From an optimization exercise on the open Yosys and OpenROAD flow, aimed at small area; shortcuts taken in it are not production practice. Where RTL was checked, it was by simulation tests only, not by an equivalence proof against the original.

==> module mips_regfile, before the edit <==
module mips_regfile (
   input  logic       clk,
   input  logic       rpar,
   input  logic       we,
   input  logic [4:0] ra,
   input  logic [4:0] wa,
   input  logic [7:0] wd,
   output logic [7:0] rd
);
   logic [31:0][31:0] regs;
   logic [31:1]       rsel, wsel;
   logic [7:0]        wdx, rdx;
   assign regs[0] = '0;
   assign wdx     = wd ^ {8{rpar}};
   genvar i;
   generate
      for (i = 1; i < 32; i++) begin : g_reg
         assign rsel[i] = (ra == i);
         assign wsel[i] = we && (wa == i);
         always_ff @(posedge clk)
            regs[i] <= {~(wsel[i] ? wdx : regs[i][7:0]), regs[i][31:8]};
      end
   endgenerate
   always_comb
   begin
      rdx = '0;
      for (int k = 1; k < 32; k++)
         rdx = rdx | ({8{rsel[k]}} & regs[k][7:0]);
   end
   assign rd = (ra == 5'd0) ? 8'd0 : rdx ^ {8{rpar}};
endmodule
==> module mips_core, before the edit <==
module mips_core
(
   input  logic                    clk,
   input  logic                    reset,
   input  logic [32-1:0]  mem_data,
   output logic                    mem_read,
   output logic                    mem_write,
   output logic [32-1:0]  adr,
   output logic [32-1:0]  write_data,
   output logic                    halted
);
   localparam logic [2:0] S_A    = 3'd0;   
   localparam logic [2:0] S_B    = 3'd1;   
   localparam logic [2:0] S_LW   = 3'd2;   
   localparam logic [2:0] S_WT   = 3'd3;   
   localparam logic [2:0] S_SW   = 3'd4;   
   localparam logic [2:0] S_HALT = 3'd5;
   logic [2:0]  st;
   logic [1:0]  ph;
   logic [5:0]  pc;
   logic [5:0]  ea;
   logic [4:0]  rl;      
   logic        pend;    
   logic        cq;
   logic        rpar;    
   logic        eqq;
   logic        ltq;
   logic [31:0] t;
   logic [23:0] asr;
   logic [5:0]  op;
   logic [4:0]  rs, rt, rd;
   logic [5:0]  funct;
   logic [15:0] imm;
   assign op    = mem_data[31:26];
   assign rs    = mem_data[25:21];
   assign rt    = mem_data[20:16];
   assign rd    = mem_data[15:11];
   assign funct = mem_data[5:0];
   assign imm   = mem_data[15:0];
   logic is_r, is_addi, is_ori, is_lw, is_sw, is_beq, is_bne, is_j, is_halt, is_slt;
   assign is_r    = (op == OP_RTYPE);
   assign is_addi = (op == OP_ADDI);
   assign is_ori  = (op == OP_ORI);
   assign is_lw   = (op == OP_LW);
   assign is_sw   = (op == OP_SW);
   assign is_beq  = (op == OP_BEQ);
   assign is_bne  = (op == OP_BNE);
   assign is_j    = (op == OP_J);
   assign is_halt = (op == OP_HALT);
   assign is_slt  = is_r && (funct == F_SLT);
   logic two_rot;
   assign two_rot = is_r || is_addi || is_ori || is_beq || is_bne || is_sw;
   logic       we;
   logic [4:0] ra, wa;
   logic [7:0] wd;
   logic [7:0] rdat, p;
   logic       fwd;
   assign ra = (st == S_A) ? rs : (st == S_SW) ? rl : rt;
   mips_regfile rf (
      .clk  (clk),
      .rpar (rpar),
      .we  (we),
      .ra  (ra),
      .wa  (wa),
      .wd  (wd),
      .rd  (rdat)
   );
   assign fwd = pend && (st == S_A) && (ph == 2'd0) && (ra == rl);
   assign p   = fwd ? {7'd0, ltq} : rdat;
   logic [7:0] immc;
   logic [7:0] a, b;
   logic [2:0] fn;
   logic       sub;
   logic       cin;
   logic [7:0] y, sum;
   logic       cout;
   always_comb
   begin
      case (ph)
         2'd0:    immc = imm[7:0];
         2'd1:    immc = imm[15:8];
         default: immc = 8'd0;
      endcase
   end
   assign a   = {t[7:6], (st == S_A) ? p[5:0] : t[5:0]};
   assign b   = (st == S_SW) ? 8'd0 : (is_r || is_beq || is_bne) ? p : immc;
   assign sub = (st == S_B) && ((is_r && (funct == F_SUB || funct == F_SLT)) || is_beq || is_bne);
   assign cin = (ph == 2'd0) ? sub : cq;
   always_comb
   begin
      fn = 3'd0;
      if (st == S_B)
      begin
         if (is_ori)
            fn = 3'd2;
         else if (is_r)
            case (funct)
               F_AND:   fn = 3'd1;
               F_OR:    fn = 3'd2;
               F_XOR:   fn = 3'd3;
               F_NOR:   fn = 3'd4;
               default: fn = 3'd0;
            endcase
      end
   end
   mips_alu alu (
      .fn   (fn),
      .sub  (sub),
      .cin  (cin),
      .a    (a),
      .b    (b),
      .y    (y),
      .sum  (sum),
      .cout (cout)
   );
   logic eq_all, taken, lt;
   assign eq_all = eqq && (t[7:0] == p);
   assign taken  = (is_beq && eq_all) || (is_bne && !eq_all);
   assign lt     = (t[7] ^ p[7]) ? t[7] : sum[7];
   always_comb
   begin
      we = 1'b0;
      wa = rl;
      wd = {7'd0, ltq};
      case (st)
         S_A: we = pend && (ph == 2'd0);
         S_B:
         begin
            we = is_r || is_addi || is_ori;
            wa = is_r ? rd : rt;
            wd = is_slt ? 8'd0 : y;
         end
         S_LW:
         begin
            we = 1'b1;
            case (ph)
               2'd0:    wd = mem_data[7:0];
               2'd1:    wd = mem_data[15:8];
               2'd2:    wd = mem_data[23:16];
               default: wd = mem_data[31:24];
            endcase
         end
         default: ;
      endcase
   end
   always_ff @(posedge clk)
   begin
      if (reset)
      begin
         st   <= S_A;
         ph   <= 2'd0;
         pc   <= 6'd0;
         pend <= 1'b0;
         rpar <= 1'b0;
      end
      else
      begin
         ph <= ph + 2'd1;
         if (ph == 2'd3)
            rpar <= !rpar;
         case (st)
            S_A:
            begin
               if (ph == 2'd0)
                  pend <= 1'b0;
               if (is_halt)
                  st <= S_HALT;
               else if (is_lw)
                  st <= S_LW;
               else if (ph == 2'd3)
               begin
                  if (two_rot)
                     st <= S_B;
                  else if (is_j)
                     pc <= mem_data[5:0];
                  else
                     pc <= pc + 6'd1;
               end
            end
            S_B:
            begin
               if (ph == 2'd2 && is_sw)
                  st <= S_SW;
               else if (ph == 2'd3)
               begin
                  st <= S_A;
                  pc <= taken ? imm[5:0] : pc + 6'd1;
                  if (is_slt)
                     pend <= (rd != 5'd0);
               end
            end
            S_LW:
               if (ph == 2'd0)
                  st <= S_WT;
            S_WT, S_SW:
               if (ph == 2'd3)
               begin
                  st <= S_A;
                  pc <= pc + 6'd1;
               end
            default: ;
         endcase
      end
   end
   always_ff @(posedge clk)
   begin
      cq  <= cout;
      eqq <= ((ph == 2'd0) || eqq) && (t[7:0] == p);
      if (ph == 2'd3)
         ltq <= lt;
      if (st == S_A && ph == 2'd0)
      begin
         ea <= y[5:0];
         rl <= rt;
      end
      else if (st == S_B && ph == 2'd3 && is_slt)
         rl <= rd;
      t   <= {p, t[31:8]};
      asr <= {y, asr[23:8]};
   end
   assign mem_write  = (st == S_SW);
   assign mem_read   = (st == S_A) || (st == S_B) || (st == S_LW) || (st == S_WT);
   assign halted     = (st == S_HALT);
   assign write_data = {p, t[31:8]};
   assign adr[31:24] = t[7:0] + {7'd0, cq};
   assign adr[23:6]  = asr[23:6];
   assign adr[5:0]   = (st == S_LW) ? ea : (st == S_SW) ? asr[5:0] : pc;
endmodule
clock: 10.5 ns
lec_check: 0
cap_margin: 20
core_margin: 2
core_utilization: 70
slew_margin: 20
standard.sh (not shown) runs the stock make flow with config.mk's settings and CLKGATE_MAP_FILE= SYNTH_SCRIPT=/design/flow/synth_recipe.tcl, a recipe that flattens the netlist after the stock synthesis.
==> flow/flow/run.sh <==
#!/bin/bash
# Own layout flow:
#  1. the standard synthesis, unchanged (bash standard.sh synth)
#  2. the combinational cells of that netlist are mapped again by ABC with a
#     few area scripts (flow/abc_*.script); the smallest result is kept. Every
#     register keeps its instance name and cell type.
#  3. the standard layout from that netlist, with port buffers of the
#     smallest buffer and a clock tree without dummy loads
set -euo pipefail
W=$PWD
R=$W/orfs/results/sky130hd/mips_core/base
LIB=$FLOW_HOME/platforms/sky130hd/lib/sky130_fd_sc_hd__tt_025C_1v80.lib
YOSYS=$FLOW_HOME/../tools/install/yosys/bin/yosys
[ -x "$YOSYS" ] || YOSYS=yosys

bash standard.sh synth > 1_standard_synth.log 2>&1
mkdir -p $W/std_synth && cp $R/1_2_yosys.v $W/std_synth/

DU=$(sed -n '/DONT_USE_CELLS/,/^$/p' $FLOW_HOME/platforms/sky130hd/config.mk | grep -o 'sky130_fd_sc_hd__[a-z0-9_]*' | sed 's/^/-dont_use /' | tr '\n' ' ')
regs() { grep -oE 'sky130_fd_sc_hd__(df|dl|edf|sdf|sedf)[a-z0-9_]* +[^ ]+' "$1" | sort | md5sum; }
ref=$(regs $W/std_synth/1_2_yosys.v)
best=$W/std_synth/1_2_yosys.v
besta=$(grep -A2 "Chip area" $W/orfs/reports/sky130hd/mips_core/base/synth_stat.txt | grep -oE '[0-9]+\.[0-9]+' | head -1)
echo "standard synthesis: $besta" > 2_resyn_summary.log
for s in $W/flow/abc_*.script; do
  k=$(basename $s .script)
  {
    echo "read_liberty -ignore_miss_func $LIB"
    echo "read_verilog $W/std_synth/1_2_yosys.v"
    echo "hierarchy -top $FLOW_TOP"
    for c in $(grep -o 'sky130_fd_sc_hd__[a-z0-9_]*' $W/std_synth/1_2_yosys.v | sort -u | grep -E '__(df|dl|edf|sdf|sedf)'); do echo "blackbox $c"; done
    echo "flatten"
    echo "opt_clean"
    echo "abc -liberty $LIB $DU -script $s"
    echo "opt_clean"
    echo "stat -liberty $LIB"
    echo "write_verilog -noattr $W/resyn_$k.v"
  } > resyn_$k.ys
  $YOSYS -l 2_resyn_$k.log -q resyn_$k.ys > /dev/null 2>&1 &
done
wait
for s in $W/flow/abc_*.script; do
  k=$(basename $s .script)
  [ -f resyn_$k.v ] || continue
  a=$(grep "Chip area" 2_resyn_$k.log | tail -1 | awk '{print $NF}')
  ok=no; [ "$(regs resyn_$k.v)" = "$ref" ] && ok=yes
  echo "$k: $a registers-match: $ok" >> 2_resyn_summary.log
  if [ $ok = yes ] && [ -n "$a" ] && awk -v a=$a -v b=$besta 'BEGIN{exit !(a<b)}'; then best=$W/resyn_$k.v; besta=$a; fi
done
echo "using $best ($besta)" >> 2_resyn_summary.log
cp $best $W/resyn.v

# lay out the chosen netlist: drop the standard synthesis results so make rebuilds them from it
rm -f $R/1_*
export SYNTH_NETLIST_FILES=$W/resyn.v
export BUFFER_PORTS_ARGS="-buffer_cell sky130_fd_sc_hd__buf_1"
export CTS_ARGS="-sink_clustering_enable -repair_clock_nets -dont_use_dummy_load -buf_list sky130_fd_sc_hd__clkbuf_16 -sink_clustering_size 30 -sink_clustering_max_diameter 70"
bash standard.sh finish > 3_standard_layout.log 2>&1
Other scripts of this flow, unchanged in this note and not shown: flow/flow/abc_b.script, flow/flow/abc_i.script, flow/flow/abc_q.script
Change:
--- a/flow/design.v
+++ b/flow/design.v
@@ -19,36 +19,24 @@
 `default_nettype wire
 `default_nettype none
 module mips_regfile (
    input  logic       clk,
-   input  logic       rpar,
    input  logic       we,
    input  logic [4:0] ra,
    input  logic [4:0] wa,
    input  logic [7:0] wd,
    output logic [7:0] rd
 );
    logic [31:0][31:0] regs;
-   logic [31:1]       rsel, wsel;
-   logic [7:0]        wdx, rdx;
    assign regs[0] = '0;
-   assign wdx     = wd ^ {8{rpar}};
    genvar i;
    generate
       for (i = 1; i < 32; i++) begin : g_reg
-         assign rsel[i] = (ra == i);
-         assign wsel[i] = we && (wa == i);
          always_ff @(posedge clk)
-            regs[i] <= {~(wsel[i] ? wdx : regs[i][7:0]), regs[i][31:8]};
+            regs[i] <= {(we && wa == i) ? wd : regs[i][7:0], regs[i][31:8]};
       end
    endgenerate
-   always_comb
-   begin
-      rdx = '0;
-      for (int k = 1; k < 32; k++)
-         rdx = rdx | ({8{rsel[k]}} & regs[k][7:0]);
-   end
-   assign rd = (ra == 5'd0) ? 8'd0 : rdx ^ {8{rpar}};
+   assign rd = regs[ra][7:0];
 endmodule
 `default_nettype wire
 `default_nettype none
 module mips_alu (
@@ -99,9 +87,8 @@
    logic [5:0]  ea;
    logic [4:0]  rl;      
    logic        pend;    
    logic        cq;
-   logic        rpar;    
    logic        eqq;
    logic        ltq;
    logic [31:0] t;
    logic [23:0] asr;
@@ -134,10 +121,9 @@
    logic [7:0] rdat, p;
    logic       fwd;
    assign ra = (st == S_A) ? rs : (st == S_SW) ? rl : rt;
    mips_regfile rf (
-      .clk  (clk),
-      .rpar (rpar),
+      .clk (clk),
       .we  (we),
       .ra  (ra),
       .wa  (wa),
       .wd  (wd),
@@ -228,15 +214,12 @@
          st   <= S_A;
          ph   <= 2'd0;
          pc   <= 6'd0;
          pend <= 1'b0;
-         rpar <= 1'b0;
       end
       else
       begin
          ph <= ph + 2'd1;
-         if (ph == 2'd3)
-            rpar <= !rpar;
          case (st)
             S_A:
             begin
                if (ph == 2'd0)
After rerunning: Area after synthesis is about the same. Maximum frequency grows by 5.7%. Critical path depth shrinks by 16. Setup slack gains 530 ps. Final area shrinks by 0.48%. Die area stays flat. Wire length shrinks by 28%.
Only the layout flow was run in the second run of this note; the RTL was not checked for function there.

==> separate check: timing with driven ports <==
The results above use ideal ports. As a check the final layouts listed here were re-extracted and re-timed, cells and wires unchanged.
Step 1 (the two cells are an assumption about what drives the block):
set clk [get_ports {clk}]
set_driving_cell -lib_cell sky130_fd_sc_hd__clkbuf_16 $clk
set_driving_cell -lib_cell sky130_fd_sc_hd__buf_2 [delete_from_list [all_inputs] $clk]
Step 2 times the ports against the registers' clock, not the clock port: input delays grow and output delays shrink by t, the midpoint of the rising clock arrivals with the driver on.
Slacks: no drivers / after step 1 / after step 2; pairs: no drivers / after step 1.
run	t, ns	setup slack, ns	worst setup path after step 2
the first run	0.668	0.598 / 0.638 / -0.030	input to register
the second run	0.656	1.128 / 1.128 / 0.746	input to register
With both steps, setup timing fails in the first run, where it was met with ideal ports. The setup slack of the first run, which loses most, moves by +0.040 ns with the drivers and by -0.628 ns with both steps.
